Context: an optimization exercise on an open-source flow, tuned for small area, a short achievable clock period and few clock cycles. The choices shown serve that exercise and are no tape-out recipe. At most, simulation tests tie the RTL to the original design; equivalence was not proved. No activity file was given, so power comes from the tool's default toggle rates.

Design mult_div_unit, start of the top module:
module mult_div_unit #(
  parameter int DATA_W    = mult_div_unit_pkg::MD_DATA_W,
  parameter int DIV_STEPS = mult_div_unit_pkg::MD_DIV_STEPS
) (
  input  logic              clk,
  input  logic              rst,
  input  logic              flush,
  input  logic              en,
  input  logic [5:0]        funct,
  input  logic [DATA_W-1:0] operand_1,
  input  logic [DATA_W-1:0] operand_2,
  output logic              busy,
  output logic [DATA_W-1:0] hi,
  output logic [DATA_W-1:0] lo,
  output logic              done
);
Size: about 190 flip-flops, roughly 25,000 um^2 of cells after synthesis.
export LEC_CHECK = 0
export CAP_MARGIN = 20
export CORE_MARGIN = 2
export CORE_UTILIZATION = 40
export SLEW_MARGIN = 20
create_clock -name core_clock -period 10.0 [get_ports {clk}]
standard.sh (not shown) runs the stock make flow with config.mk's settings and CLKGATE_MAP_FILE= SYNTH_SCRIPT=/design/flow/synth_recipe.tcl, a recipe that flattens the netlist after the stock synthesis.
==> flow/flow/run.sh <==
#!/bin/bash
# Standard synthesis, then the standard layout with faster port buffers and a tighter
# timing-repair target aimed at the worst paths.
set -euo pipefail
bash standard.sh synth > synth.log 2>&1
bash standard.sh SETUP_SLACK_MARGIN=5.5 TNS_END_PERCENT=5 "BUFFER_PORTS_ARGS=-buffer_cell sky130_fd_sc_hd__buf_2" finish > layout.log 2>&1
The starting point ran to the end with no violations.
Testbench counts at the start, summed over its fixed seeds: cycles 31,046.
Then changed:
==> flow/flow/run.sh (replaced) <==
#!/bin/bash
# Standard synthesis, then the standard layout with faster port buffers and a tighter
# timing-repair target aimed at the worst paths.
set -euo pipefail
bash standard.sh synth > synth.log 2>&1
bash standard.sh SETUP_SLACK_MARGIN=5.4 TNS_END_PERCENT=10 "BUFFER_PORTS_ARGS=-buffer_cell sky130_fd_sc_hd__buf_2" finish > layout.log 2>&1
Effect: Count of clock-buffer cells in the layout does not change; synthesized area does not change; clock skew rises by 4.3 ps; wire length falls by 3.9%.


Setup of lane 5:
mult_div_unit, a different RTL version from the one above (not shown whole).
For scale: ~3100 cells after synthesis, ~0.025 mm² of cells after synthesis.
Settings: LEC_CHECK=0, CAP_MARGIN=20, CORE_MARGIN=2, CORE_UTILIZATION=40, SETUP_SLACK_MARGIN=5, SLEW_MARGIN=20; clock period 10.0 ns.
run.sh (not shown) runs the stock make flow with config.mk's settings and CLKGATE_MAP_FILE= SYNTH_SCRIPT=/design/flow/synth_recipe.tcl, a recipe that flattens the netlist after the stock synthesis.
Stock flow here: none of the scripts above is used.
Lane 5 reached the end of the flow, and the finished layout is clean on the timing, DRC and antenna checks.
Input-level comparison between lane 1 and lane 5:
Settings: SETUP_SLACK_MARGIN removed (was 5).
==> flow/flow/run.sh (new file) <==
#!/bin/bash
# Standard synthesis, then the standard layout with a tighter timing-repair target.
set -euo pipefail
bash standard.sh synth > synth.log 2>&1
bash standard.sh SETUP_SLACK_MARGIN=5.5 finish > layout.log 2>&1
==> flow/standard.sh (new file) <==
#!/bin/bash
# synth_recipe.tcl (not shown) runs the flow's synth.tcl, then flattens the netlist and writes it again
# the make line also repeats each setting of config.mk as NAME=value (left out here)
make -C /OpenROAD-flow-scripts/flow DESIGN_CONFIG=/design/flow/config.mk WORK_HOME=/design/flow/orfs CLKGATE_MAP_FILE= SYNTH_SCRIPT=/design/flow/synth_recipe.tcl "${@:-finish}"
removed: flow/run.sh
Notes after the runs:
Comparing lane 1 and lane 5, routed wire length is higher on lane 1. Relative contribution of the clock network to total power: lane 1 and lane 5 compared, lower one is lane 1. Multi-input logic cell count: lane 1 vs lane 5 — no meaningful difference. Lane 1 has fmax below what lane 5 had. Of lane 1 and lane 5, lane 1 shows the higher met1 routed wirelength after detailed routing, with lane 5 below it. Lane 5 → lane 1: worst path setup slack after routing went down, number of buffers inserted during clock tree synthesis lower, share of the cycle needed by the critical path after routing rose by 0.54 points, proportion of final cell area spent on non-clock buffers rose by 1.7 points. Post-route cell area | lane 1 above lane 5.
Function was not checked in any run of this note: the RTL went through the layout flow alone.


mult_div_unit, a different RTL version from the one above (not shown whole).
For scale: ~3200 cells after synthesis, roughly 190 flip-flops, about 140 I/O pins, ~0.024 mm2 of cells after synthesis.
// mult_div_unit
module mult_div_unit #(
  parameter int DATA_W    = mult_div_unit_pkg::MD_DATA_W,
  parameter int DIV_STEPS = mult_div_unit_pkg::MD_DIV_STEPS
) (
  input  logic              clk,
  input  logic              rst,
  input  logic              flush,
  input  logic              en,
  input  logic [5:0]        funct,
  input  logic [DATA_W-1:0] operand_1,
  input  logic [DATA_W-1:0] operand_2,
  output logic              busy,
  output logic [DATA_W-1:0] hi,
  output logic [DATA_W-1:0] lo,
  output logic              done
);
Settings: LEC_CHECK=0, CAP_MARGIN=20, CORE_MARGIN=2, CORE_UTILIZATION=40, SETUP_SLACK_MARGIN=5, SLEW_MARGIN=20, TNS_END_PERCENT=10; clock period 10.0 ns.
Stock flow here: none of the scripts above is used.
The first run produced a clean layout.
Then changed:
==> flow/flow/run.sh (new file) <==
#!/bin/bash
# Standard synthesis, then the standard layout with faster port buffers and a tighter
# timing-repair target aimed at the worst paths.
set -euo pipefail
bash standard.sh synth > synth.log 2>&1
bash standard.sh SETUP_SLACK_MARGIN=5.4 TNS_END_PERCENT=10 "BUFFER_PORTS_ARGS=-buffer_cell sky130_fd_sc_hd__buf_2" finish > layout.log 2>&1
==> flow/standard.sh (new file) <==
#!/bin/bash
# synth_recipe.tcl (not shown) runs the flow's synth.tcl, then flattens the netlist and writes it again
# the make line also repeats each setting of config.mk as NAME=value (left out here)
make -C /OpenROAD-flow-scripts/flow DESIGN_CONFIG=/design/flow/config.mk WORK_HOME=/design/flow/orfs CLKGATE_MAP_FILE= SYNTH_SCRIPT=/design/flow/synth_recipe.tcl "${@:-finish}"
Settings changed: SETUP_SLACK_MARGIN 5 to not set, TNS_END_PERCENT 10 to not set.
removed: flow/run.sh
Result: The changed run completed with no timing, DRC or antenna violations. Via count climbs by about 0.6%. Cell area climbs by about 0.8%. Total power climbs by about 4.3%. Worst hold slack gets worse by 0.0099 ns. Die area is unchanged. Critical path depth climbs by 3. Setup slack gets better by 0.22 ns. Wire length drops by about 2.1%.
No run of this note included a check of the RTL's function; only the layout flow was run.

==> port drivers added, routing unchanged <==
How much do the figures lean on ideal ports? The routed layouts below were timed once more, with nothing changed but the port constraints.
Step 1 assumes that a clkbuf_16 drives the clock port and a buf_2 every other input.
Step 2 times the ports against the registers' clock, not the clock port: input delays grow and output delays shrink by t, the midpoint of the rising clock arrivals with the driver on.
Three values: ideal, step 1, step 2; two values: the first two.
run | shift t [ns] | setup slack, ns | worst hold slack (ns) | latest minus earliest clock arrival (ns) | cell pins on the clock port's net
the first run of note 1 | 0.597 | 5.015 / 5.015 / 4.817 | 0.493 / 0.493 / 0.493 | 0.026 / 0.026 | 1
the second run of note 1 | 0.591 | 5.075 / 5.075 / 4.655 | 0.456 / 0.456 / 0.456 | 0.030 / 0.030 | 1
lane 5 | 0.649 | 4.837 / 4.837 / 4.234 | 0.494 / 0.494 / 0.494 | 0.019 / 0.019 | 1
lane 1 | 0.673 | 4.783 / 4.783 / 4.321 | 0.491 / 0.491 / 0.491 | 0.033 / 0.033 | 1
the first run of note 3 | 0.593 | 4.867 / 4.867 / 4.435 | 0.467 / 0.467 / 0.467 | 0.018 / 0.017 | 1
the second run of note 3 | 0.579 | 5.085 / 5.085 / 4.859 | 0.457 / 0.457 / 0.457 | 0.016 / 0.015 | 1
After both steps setup and hold are still met in every run listed. For lane 5, which loses most, drivers alone change the setup slack by 0.000 ns; drivers and shift together by -0.603 ns.
